Background: an optimization exercise with open tools, aiming at small area, a short achievable clock period and few clock cycles. Do not read the settings as production practice.
RTL that was checked went through simulation tests only; none was proved equivalent to the original.
Power is estimated from default activity; no workload was simulated.

==> build 88: inputs <==
==> flow/design.v <==
package l2lh_pkg;
    localparam int BUCKETS_DEF = 32;    
    localparam int LAT_W       = 32;    
    localparam int PCT_W       = 7;     
    localparam int SUM_W       = 64;    
    localparam int BOUND_W     = 33;    
    localparam int RANK_SCALE  = 100;   
    localparam int SCALE_W     = 7;     
    localparam int NQ_W        = 26;    
    localparam int DIV_STEPS   = 2;     
endpackage
module l2lh_add #(
    parameter int W = 32
) (
    input  logic [W-1:0] a,
    input  logic [W-1:0] b,
    input  logic         ci,
    output logic [W-1:0] s,
    output logic         co
);
    localparam int L = $clog2(W + 1);
    localparam int N = W + 1;                       
    logic [N*(L+1)-1:0] g;
    logic [N*(L+1)-1:0] p;
    assign g[N-1:0] = {a & b, ci};
    assign p[N-1:0] = {a ^ b, 1'b0};
    for (genvar l = 0; l < L; l++) begin : g_lvl
        for (genvar i = 0; i < N; i++) begin : g_node
            if (((i >> l) & 1) == 1) begin : g_op
                localparam int J = ((i >> l) << l) - 1;
                assign g[N*(l+1)+i] = g[N*l+i] | (p[N*l+i] & g[N*l+J]);
                assign p[N*(l+1)+i] = p[N*l+i] & p[N*l+J];
            end else begin : g_pass
                assign g[N*(l+1)+i] = g[N*l+i];
                assign p[N*(l+1)+i] = p[N*l+i];
            end
        end
    end
    assign s  = p[W:1] ^ g[N*L+W-1:N*L];
    assign co = g[N*L+W];
endmodule
module log2_latency_histogram_top #(
    parameter int BUCKETS = l2lh_pkg::BUCKETS_DEF
) (
    input  logic                         i_clk,
    input  logic                         i_rst_n,
    input  logic                         i_cfg_valid,
    output logic                         o_cfg_ready,
    input  logic                         i_cfg_enable,
    input  logic                         i_in_valid,
    output logic                         o_in_ready,
    input  logic                         i_action,
    input  logic [l2lh_pkg::LAT_W-1:0]   i_latency_ms,
    input  logic [l2lh_pkg::PCT_W-1:0]   i_percentile,
    output logic                         o_out_valid,
    input  logic                         i_out_ready,
    output logic [l2lh_pkg::LAT_W-1:0]   o_sample_count,
    output logic [l2lh_pkg::LAT_W-1:0]   o_mean_ms,
    output logic [l2lh_pkg::BOUND_W-1:0] o_percentile_bound_ms,
    output logic [l2lh_pkg::LAT_W-1:0]   o_max_ms
);
    localparam int LAT_W   = l2lh_pkg::LAT_W;
    localparam int PCT_W   = l2lh_pkg::PCT_W;
    localparam int BOUND_W = l2lh_pkg::BOUND_W;
    localparam int NQ_W    = l2lh_pkg::NQ_W;
    localparam int SC_W    = l2lh_pkg::SCALE_W;
    localparam int IDX_W   = 5;                     
    localparam int NCNT    = BUCKETS - 1;           
    localparam int DCYC    = LAT_W / 2;             
    localparam int TRDY    = PCT_W + 1;             
    localparam int DA      = TRDY + 1;              
    localparam int NPROBE  = IDX_W;                 
    localparam int NCORR   = 2 * NPROBE - 3;        
    localparam int DL      = DA + NCORR;            
    localparam int SDONE   = TRDY + 2 * NPROBE;     
    localparam int QLAST   = SDONE + 1;             
    localparam int QC_W    = 5;
    logic                    r_rdy;
    logic                    r_enable;
    logic                    s0_v, s0_q, s0_rec;
    logic [LAT_W-1:0]        s0_lat;
    logic [PCT_W-1:0]        s0_pct;
    logic [LAT_W-1:0]        r_samples;
    logic [LAT_W-1:0]        r_sum_lo;
    logic [LAT_W-1:0]        r_sum_hi;              
    logic                    r_sum_c;
    logic [LAT_W-1:0]        r_peak;
    logic [NQ_W-1:0]         r_nq;                  
    logic [SC_W-1:0]         r_nm;                  
    logic [DL-1:0]           dl_v;
    logic [IDX_W-1:0]        dl_b [DL];
    logic [LAT_W-1:0]        r_cum [NCNT];
    logic                    q_busy;
    logic [QC_W-1:0]         q_cnt;
    logic                    q_n0;                  
    logic                    q_big;                 
    logic                    q_pz;                  
    logic [PCT_W-1:0]        q_p;
    logic [NQ_W-1:0]         q_nq;
    logic [SC_W-1:0]         q_nm;
    logic [LAT_W-1:0]        q_t;                   
    logic [SC_W:0]           q_cq;                  
    logic [SC_W-1:0]         q_r;                   
    logic [IDX_W-1:0]        q_idx;                 
    logic [IDX_W-1:0]        q_m;                   
    logic [LAT_W-1:0]        q_cj;                  
    logic [3:0]              q_corr;                
    logic [LAT_W+1:0]        q_n3;                  
    logic [LAT_W-1:0]        q_rem;                 
    logic                    r_out_valid;
    logic [LAT_W-1:0]        r_o_count;
    logic [LAT_W-1:0]        r_o_mean;              
    logic [BOUND_W-1:0]      r_o_bound;
    logic [LAT_W-1:0]        r_o_max;
    logic                    w_acc;
    logic                    w_go;
    logic                    w_qgo;
    logic                    w_rec;
    logic                    w_take;
    logic                    w_s0q_next;
    logic                    w_busy_next;
    logic [IDX_W-1:0]        w_bidx;
    assign o_cfg_ready = 1'b1;
    assign o_in_ready  = r_rdy;
    assign w_acc       = i_in_valid && r_rdy;
    assign w_take      = r_out_valid && i_out_ready;
    assign w_go        = s0_v && !(s0_q && q_busy);
    assign w_qgo       = w_go && s0_q;
    assign w_rec       = s0_v && s0_rec;
    assign w_s0q_next  = w_acc ? i_action : (s0_v && s0_q && !w_go);
    assign w_busy_next = w_qgo || (q_busy && !w_take);
    always_comb begin
        w_bidx = '0;
        for (int i = 1; i < BUCKETS; i++) begin
            if (s0_lat[i]) w_bidx = IDX_W'(i);
        end
    end
    logic [LAT_W-1:0] w_lo_sum;
    logic             w_lo_c;
    logic [LAT_W-1:0] w_hi_inc;
    logic [LAT_W-1:0] w_n_inc;
    logic [NQ_W-1:0]  w_nq_inc;
    logic             w_unused_c0, w_unused_c1, w_unused_c2;
    logic [LAT_W:0]   w_pk_d;
    logic             w_pk_gt;
    l2lh_add #(.W(LAT_W)) u_sum_lo (.a(r_sum_lo), .b(s0_lat), .ci(1'b0), .s(w_lo_sum), .co(w_lo_c));
    l2lh_add #(.W(LAT_W)) u_sum_hi (.a(r_sum_hi), .b('0), .ci(1'b1), .s(w_hi_inc), .co(w_unused_c0));
    l2lh_add #(.W(LAT_W)) u_n_inc  (.a(r_samples), .b('0), .ci(1'b1), .s(w_n_inc), .co(w_unused_c1));
    l2lh_add #(.W(NQ_W))  u_nq_inc (.a(r_nq), .b('0), .ci(1'b1), .s(w_nq_inc), .co(w_unused_c2));
    l2lh_add #(.W(LAT_W+1)) u_pk (.a({1'b0, r_peak}), .b({1'b1, ~s0_lat}), .ci(1'b1), .s(w_pk_d), .co());
    assign w_pk_gt = w_pk_d[LAT_W];
    logic              w_tb;
    logic [SC_W+1:0]   w_x;
    logic [1:0]        w_c;
    logic [SC_W-1:0]   w_r_next;
    logic              w_tfin;
    logic [LAT_W-1:0]  w_ta;
    logic [LAT_W-1:0]  w_tbv;
    logic              w_tci;
    logic [LAT_W-1:0]  w_t_next;
    assign w_tb = q_p[PCT_W-1];
    assign w_x  = {q_r, 1'b0} + (w_tb ? (SC_W+2)'(q_nm) : '0);
    always_comb begin
        if (w_x >= (SC_W+2)'(200)) begin
            w_c      = 2'd2;
            w_r_next = SC_W'(w_x - (SC_W+2)'(200));
        end else if (w_x >= (SC_W+2)'(100)) begin
            w_c      = 2'd1;
            w_r_next = SC_W'(w_x - (SC_W+2)'(100));
        end else begin
            w_c      = 2'd0;
            w_r_next = SC_W'(w_x);
        end
    end
    assign w_tfin = (q_cnt == QC_W'(PCT_W));
    assign w_ta   = w_tfin ? q_t : {q_t[LAT_W-2:0], 1'b0};
    assign w_tbv  = w_tfin ? LAT_W'(q_cq) : (w_tb ? LAT_W'(q_nq) : '0);
    assign w_tci  = w_tfin && ((q_r != '0) || q_pz);
    l2lh_add #(.W(LAT_W)) u_t (.a(w_ta), .b(w_tbv), .ci(w_tci), .s(w_t_next), .co());
    logic [LAT_W+1:0]  w_r4;
    logic [LAT_W+1:0]  w_d1, w_d2, w_d3;
    logic              w_c1, w_c2, w_c3;
    logic [LAT_W+1:0]  w_n3;
    assign w_r4 = {q_rem, r_o_mean[LAT_W-1 -: 2]};
    l2lh_add #(.W(LAT_W+2)) u_d1 (.a(w_r4), .b(~{2'b0, r_o_count}), .ci(1'b1), .s(w_d1), .co(w_c1));
    l2lh_add #(.W(LAT_W+2)) u_d2 (.a(w_r4), .b(~{1'b0, r_o_count, 1'b0}), .ci(1'b1), .s(w_d2), .co(w_c2));
    l2lh_add #(.W(LAT_W+2)) u_d3 (.a(w_r4), .b(~q_n3), .ci(1'b1), .s(w_d3), .co(w_c3));
    l2lh_add #(.W(LAT_W+2)) u_n3 (.a({2'b0, r_o_count}), .b({1'b0, r_o_count, 1'b0}), .ci(1'b0), .s(w_n3), .co());
    logic [IDX_W-1:0]  w_j;
    logic [IDX_W-1:0]  w_below;
    logic [3:0]        w_corr;
    logic [QC_W-1:0]   w_k2;                        
    logic [LAT_W:0]    w_dd;
    logic              w_lt;
    always_comb begin
        for (int b = 0; b < IDX_W; b++) begin
            w_below[b] = |(q_m >> (b + 1));
        end
        w_j    = q_idx | w_below;
        w_k2   = q_cnt - QC_W'(TRDY);
        w_corr = '0;
        for (int u = 0; u < NCORR; u++) begin
            if ((QC_W'(u + 1) < w_k2) && dl_v[DA+u] && (dl_b[DA+u] <= w_j)) begin
                w_corr = w_corr + 4'd1;
            end
        end
    end
    l2lh_add #(.W(LAT_W+1)) u_dd (.a({1'b0, q_cj}), .b(~{1'b0, q_t}), .ci(1'b1), .s(w_dd), .co());
    assign w_lt = w_dd[LAT_W] || ((w_dd[LAT_W-1:4] == '0) && (w_dd[3:0] < q_corr));
    always_ff @(posedge i_clk) begin
        if (!i_rst_n) begin
            r_rdy       <= 1'b1;
            r_enable    <= 1'b0;
            s0_v        <= 1'b0;
            r_samples   <= '0;
            r_sum_lo    <= '0;
            r_sum_hi    <= '0;
            r_sum_c     <= 1'b0;
            r_peak      <= '0;
            r_nq        <= '0;
            r_nm        <= '0;
            dl_v        <= '0;
            q_busy      <= 1'b0;
            r_out_valid <= 1'b0;
        end else begin
            r_rdy <= !(w_s0q_next && w_busy_next);
            if (i_cfg_valid) begin
                r_enable <= i_cfg_enable;
            end
            if (w_acc) begin
                s0_v   <= 1'b1;
                s0_q   <= i_action;
                s0_rec <= !i_action && r_enable;
            end else if (w_go) begin
                s0_v   <= 1'b0;
            end
            r_sum_c <= w_rec && w_lo_c;
            if (r_sum_c) begin
                r_sum_hi <= w_hi_inc;
            end
            if (w_rec) begin
                r_samples <= w_n_inc;
                r_sum_lo  <= w_lo_sum;
                if (w_pk_gt) begin
                    r_peak <= s0_lat;
                end
                if (r_nm == SC_W'(99)) begin
                    r_nm <= '0;
                    r_nq <= w_nq_inc;
                end else begin
                    r_nm <= r_nm + SC_W'(1);
                end
            end
            dl_v <= {dl_v[DL-2:0], w_rec};
            q_busy <= w_busy_next;
            if (w_take) begin
                r_out_valid <= 1'b0;
            end
            if (q_busy && (q_cnt == QC_W'(QLAST - 1))) begin
                r_out_valid <= 1'b1;
            end
        end
        if (w_acc) begin
            s0_lat <= i_latency_ms;
            s0_pct <= i_percentile;
        end
        dl_b[0] <= w_bidx;
        for (int k = 1; k < DL; k++) begin
            dl_b[k] <= dl_b[k-1];
        end
        if (w_qgo) begin
            q_cnt     <= '0;
            q_n0      <= (r_samples == '0);
            q_big     <= (s0_pct > PCT_W'(100));
            q_pz      <= (s0_pct == '0);
            q_p       <= s0_pct;
            q_nq      <= r_nq;
            q_nm      <= r_nm;
            q_t       <= '0;
            q_cq      <= '0;
            q_r       <= '0;
            q_idx     <= '0;
            q_m       <= IDX_W'(1) << (IDX_W - 1);
            r_o_count <= r_samples;
            r_o_max   <= r_peak;
        end else if (q_busy && (q_cnt != QC_W'(QLAST))) begin
            q_cnt <= q_cnt + QC_W'(1);
            if (q_cnt <= QC_W'(PCT_W)) begin
                q_t <= w_t_next;
            end
            if (q_cnt < QC_W'(PCT_W)) begin
                q_r  <= w_r_next;
                q_cq <= {q_cq[SC_W-1:0], 1'b0} + (SC_W+1)'(w_c);
                q_p  <= {q_p[PCT_W-2:0], 1'b0};
            end
            if (q_cnt == '0) begin
                q_n3 <= w_n3;
                if (q_n0) begin
                    q_rem    <= '0;
                    r_o_mean <= '0;
                end else begin
                    q_rem    <= r_sum_hi;
                    r_o_mean <= r_sum_lo;
                end
            end else if ((q_cnt <= QC_W'(DCYC)) && !q_n0) begin
                if (w_c3) begin
                    q_rem    <= w_d3[LAT_W-1:0];
                    r_o_mean <= {r_o_mean[LAT_W-3:0], 2'd3};
                end else if (w_c2) begin
                    q_rem    <= w_d2[LAT_W-1:0];
                    r_o_mean <= {r_o_mean[LAT_W-3:0], 2'd2};
                end else if (w_c1) begin
                    q_rem    <= w_d1[LAT_W-1:0];
                    r_o_mean <= {r_o_mean[LAT_W-3:0], 2'd1};
                end else begin
                    q_rem    <= w_r4[LAT_W-1:0];
                    r_o_mean <= {r_o_mean[LAT_W-3:0], 2'd0};
                end
            end
            if ((q_cnt >= QC_W'(TRDY)) && (q_cnt < QC_W'(SDONE))) begin
                if (!q_cnt[0]) begin
                    q_cj   <= r_cum[w_j];
                    q_corr <= w_corr;
                end else begin
                    if (w_lt) begin
                        q_idx <= q_idx | q_m;
                    end
                    q_m <= q_m >> 1;
                end
            end
            if (q_cnt == QC_W'(SDONE)) begin
                if (q_n0) begin
                    r_o_bound <= '0;
                end else if (q_big) begin
                    r_o_bound <= {1'b0, r_o_max};
                end else begin
                    r_o_bound <= BOUND_W'(1) << ({1'b0, q_idx} + 6'd1);
                end
            end
        end
    end
    logic [NCNT-1:0] w_cinc;
    always_comb begin
        for (int i = 0; i < NCNT; i++) begin
            w_cinc[i] = dl_v[DA-1] && (dl_b[DA-1] <= IDX_W'(i));
        end
    end
    for (genvar i = 0; i < NCNT; i++) begin : g_cnt
        logic [LAT_W-1:0] q;
        logic [LAT_W-1:0] t;
        logic [7:0]       all1;
        logic [7:0]       cin;
        assign q = r_cum[i];
        always_comb begin
            for (int g = 0; g < 8; g++) begin
                all1[g] = &q[4*g +: 4];
            end
            cin[0] = w_cinc[i];
            for (int g = 1; g < 8; g++) begin
                cin[g] = cin[g-1] & all1[g-1];
            end
            for (int g = 0; g < 8; g++) begin
                t[4*g] = cin[g];
                for (int k = 1; k < 4; k++) begin
                    t[4*g+k] = t[4*g+k-1] & q[4*g+k-1];
                end
            end
        end
        always_ff @(posedge i_clk) begin
            if (!i_rst_n) begin
                r_cum[i] <= '0;
            end else begin
                r_cum[i] <= q ^ t;
            end
        end
    end
    assign o_out_valid           = r_out_valid;
    assign o_sample_count        = r_o_count;
    assign o_mean_ms             = r_o_mean;
    assign o_percentile_bound_ms = r_o_bound;
    assign o_max_ms              = r_o_max;
endmodule
==> flow/run.sh <==
#!/bin/bash
# synth_recipe.tcl (not shown) runs the flow's synth.tcl, then flattens the netlist and writes it again
# the make line also repeats each setting of config.mk as NAME=value (left out here)
make -C /OpenROAD-flow-scripts/flow DESIGN_CONFIG=/design/flow/config.mk WORK_HOME=/design/flow/orfs CLKGATE_MAP_FILE= SYNTH_SCRIPT=/design/flow/synth_recipe.tcl finish
==> flow/config.mk <==
export PLATFORM = sky130hd
export DESIGN_NAME = log2_latency_histogram_top
export DESIGN_NICKNAME = log2_latency_histogram_top
export VERILOG_FILES = /design/flow/design.v
export SDC_FILE = /design/flow/constraint.sdc
export NUM_CORES = 4
export LEC_CHECK = 0
export CAP_MARGIN = 20
export CORE_MARGIN = 2
export CORE_UTILIZATION = 40
export SLEW_MARGIN = 20
==> flow/constraint.sdc <==
create_clock -name core_clock -period 8.0 [get_ports {i_clk}]
set_input_delay 1.6000 -clock core_clock [delete_from_list [all_inputs] [get_ports {i_clk}]]
set_output_delay 1.6000 -clock core_clock [all_outputs]
set_load 0.01 [all_outputs]
==> build 38: changes against build 88 <==
--- a/flow/design.v
+++ b/flow/design.v
@@ -96,4 +96,5 @@
     logic                    q_big;                 
     logic                    q_pz;                  
+    logic                    q_tfin;                
     logic [PCT_W-1:0]        q_p;
     logic [NQ_W-1:0]         q_nq;
@@ -105,5 +106,7 @@
     logic [IDX_W-1:0]        q_m;                   
     logic [LAT_W-1:0]        q_cj;                  
-    logic [3:0]              q_corr;                
+    logic [2:0]              q_corr;                
+    logic [2:0]              q_corr0, q_corr1;      
+    logic                    q_lt;                  
     logic [LAT_W+1:0]        q_n3;                  
     logic [LAT_W-1:0]        q_rem;                 
@@ -173,5 +176,5 @@
         end
     end
-    assign w_tfin = (q_cnt == QC_W'(PCT_W));
+    assign w_tfin = q_tfin;
     assign w_ta   = w_tfin ? q_t : {q_t[LAT_W-2:0], 1'b0};
     assign w_tbv  = w_tfin ? LAT_W'(q_cq) : (w_tb ? LAT_W'(q_nq) : '0);
@@ -187,25 +190,51 @@
     l2lh_add #(.W(LAT_W+2)) u_d3 (.a(w_r4), .b(~q_n3), .ci(1'b1), .s(w_d3), .co(w_c3));
     l2lh_add #(.W(LAT_W+2)) u_n3 (.a({2'b0, r_o_count}), .b({1'b0, r_o_count, 1'b0}), .ci(1'b0), .s(w_n3), .co());
-    logic [IDX_W-1:0]  w_j;
-    logic [IDX_W-1:0]  w_below;
-    logic [3:0]        w_corr;
-    logic [QC_W-1:0]   w_k2;                        
-    logic [LAT_W:0]    w_dd;
-    logic              w_lt;
-    always_comb begin
+    function automatic logic [IDX_W-1:0] below_of(input logic [IDX_W-1:0] m);
+        logic [IDX_W-1:0] r;
         for (int b = 0; b < IDX_W; b++) begin
-            w_below[b] = |(q_m >> (b + 1));
+            r[b] = |(m >> (b + 1));
         end
-        w_j    = q_idx | w_below;
-        w_k2   = q_cnt - QC_W'(TRDY);
-        w_corr = '0;
+        below_of = r;
+    endfunction
+    function automatic logic [2:0] pop7(input logic [6:0] c);
+        logic s0, c0, s1, c1, c2;
+        logic [2:0] r;
+        s0   = c[0] ^ c[1] ^ c[2];
+        c0   = (c[0] & c[1]) | (c[0] & c[2]) | (c[1] & c[2]);
+        s1   = c[3] ^ c[4] ^ c[5];
+        c1   = (c[3] & c[4]) | (c[3] & c[5]) | (c[4] & c[5]);
+        r[0] = s0 ^ s1 ^ c[6];
+        c2   = (s0 & s1) | (s0 & c[6]) | (s1 & c[6]);
+        r[1] = c0 ^ c1 ^ c2;
+        r[2] = (c0 & c1) | (c0 & c2) | (c1 & c2);
+        pop7 = r;
+    endfunction
+    logic [IDX_W-1:0]  w_j;
+    logic [IDX_W-1:0]  w_j0, w_j1;                  
+    logic [NCORR-1:0]  w_cm0, w_cm1;
+    logic [QC_W-1:0]   w_k2;
+    always_comb begin
+        w_j  = q_idx | below_of(q_m);
+        w_j0 = q_idx | below_of(q_m >> 1);
+        w_j1 = q_idx | q_m | below_of(q_m >> 1);
+        w_k2 = q_cnt - QC_W'(TRDY);
         for (int u = 0; u < NCORR; u++) begin
-            if ((QC_W'(u + 1) < w_k2) && dl_v[DA+u] && (dl_b[DA+u] <= w_j)) begin
-                w_corr = w_corr + 4'd1;
-            end
+            w_cm0[u] = (QC_W'(u + 1) <= w_k2) && dl_v[DA-1+u] && (dl_b[DA-1+u] <= w_j0);
+            w_cm1[u] = (QC_W'(u + 1) <= w_k2) && dl_v[DA-1+u] && (dl_b[DA-1+u] <= w_j1);
         end
     end
-    l2lh_add #(.W(LAT_W+1)) u_dd (.a({1'b0, q_cj}), .b(~{1'b0, q_t}), .ci(1'b1), .s(w_dd), .co());
-    assign w_lt = w_dd[LAT_W] || ((w_dd[LAT_W-1:4] == '0) && (w_dd[3:0] < q_corr));
+    logic [2:0] w_corr0, w_corr1;
+    assign w_corr0 = pop7(w_cm0);
+    assign w_corr1 = pop7(w_cm1);
+    localparam int DW = LAT_W + 2;
+    logic [DW-1:0] w_ca, w_cb, w_cc, w_cs, w_cy, w_dd;
+    assign w_ca = {2'b0, q_cj};
+    assign w_cb = ~{2'b0, q_t};
+    assign w_cc = ~{{(DW-3){1'b0}}, q_corr};
+    assign w_cs = w_ca ^ w_cb ^ w_cc;
+    assign w_cy = (w_ca & w_cb) | (w_ca & w_cc) | (w_cb & w_cc);
+    l2lh_add #(.W(DW)) u_dd (.a(w_cs), .b({w_cy[DW-2:0], 1'b1}), .ci(1'b1), .s(w_dd), .co());
+    logic w_lt;
+    assign w_lt = w_dd[DW-1];
     always_ff @(posedge i_clk) begin
         if (!i_rst_n) begin
@@ -271,4 +300,5 @@
         if (w_qgo) begin
             q_cnt     <= '0;
+            q_tfin    <= 1'b0;
             q_n0      <= (r_samples == '0);
             q_big     <= (s0_pct > PCT_W'(100));
@@ -281,9 +311,13 @@
             q_r       <= '0;
             q_idx     <= '0;
+            q_lt      <= 1'b0;
+            q_corr0   <= '0;
+            q_corr1   <= '0;
             q_m       <= IDX_W'(1) << (IDX_W - 1);
             r_o_count <= r_samples;
             r_o_max   <= r_peak;
         end else if (q_busy && (q_cnt != QC_W'(QLAST))) begin
-            q_cnt <= q_cnt + QC_W'(1);
+            q_cnt  <= q_cnt + QC_W'(1);
+            q_tfin <= (q_cnt == QC_W'(PCT_W - 1));
             if (q_cnt <= QC_W'(PCT_W)) begin
                 q_t <= w_t_next;
@@ -321,6 +355,9 @@
                 if (!q_cnt[0]) begin
                     q_cj   <= r_cum[w_j];
-                    q_corr <= w_corr;
+                    q_corr <= q_lt ? q_corr1 : q_corr0;
                 end else begin
+                    q_lt    <= w_lt;
+                    q_corr0 <= w_corr0;
+                    q_corr1 <= w_corr1;
                     if (w_lt) begin
                         q_idx <= q_idx | q_m;
- SETUP_SLACK_MARGIN: not set -> 4.5
==> comparison table <==
| quantity | build 38 | build 88 |
|---|---|---|
| Critical Path End | q_corr1[1] | q_idx[1] |
| Worst endpoint required time | 8670 ps | 8770 ps |
| Storage cell area | 0.0359 mm2 | 0.0358 mm2 |
| Met2 wirelength from detailed routing | 118 mm | 117 mm |
| Pre-Repair DR Iteration Count | 10 | 7 |
| Sink Count | 1,633 | 1,632 |
| Share of synthesized cell area in and, or, nand and nor gates | 17.5% | 19.2% |
| Group drawing the most power | sequential cells | the clock network |
| Dpl hpwl | 181 mm | 189 mm |
| Critical Path Stages | 17 | 21 |
| Filler cell count in the final layout | 18,700 | 19,300 |
| Number of nets in the synthesized netlist | 9,398 | 9,508 |
| Switching component of the power | 5.14 mW | 5.38 mW |
| Outcome | complete, no violations | complete, no violations |
| Worst reg2reg setup slack | 4030 ps | 1600 ps |
| Multi-Input Combinational | 5,825 | 6,016 |
Testbench counts of build 38, summed over its fixed seeds: cycles 9,960.
Only the layout flow was run in build 88; the RTL was not checked for function there.

## separate check: timing with driven ports
How much do the figures lean on ideal ports? The routed layouts below were timed once more, with nothing changed but the port constraints.
Step 1, drivers: a clkbuf_16 drives i_clk and a buf_2 each remaining input, both assumed.
Step 2 moves the port delays by t, midway between the first and last clock arrival at a register: inputs arrive t later, outputs are due t later. That takes back most of the time a late clock gives input paths.
Three values: ideal ports, drivers, drivers and shift; two values: the first two.
run	t (ns)	setup slack, ns	hold slack, ns	pins driven straight from the clock port
build 88	0.922	1.597 / 1.597 / 1.597	0.326 / 0.326 / 0.326	1
build 38	0.907	4.032 / 4.032 / 3.961	0.325 / 0.325 / 0.325	1
After both steps every run listed still meets setup and hold. The setup slack of build 38, which loses most, moves by 0.000 ns with the drivers and by -0.071 ns with both steps.
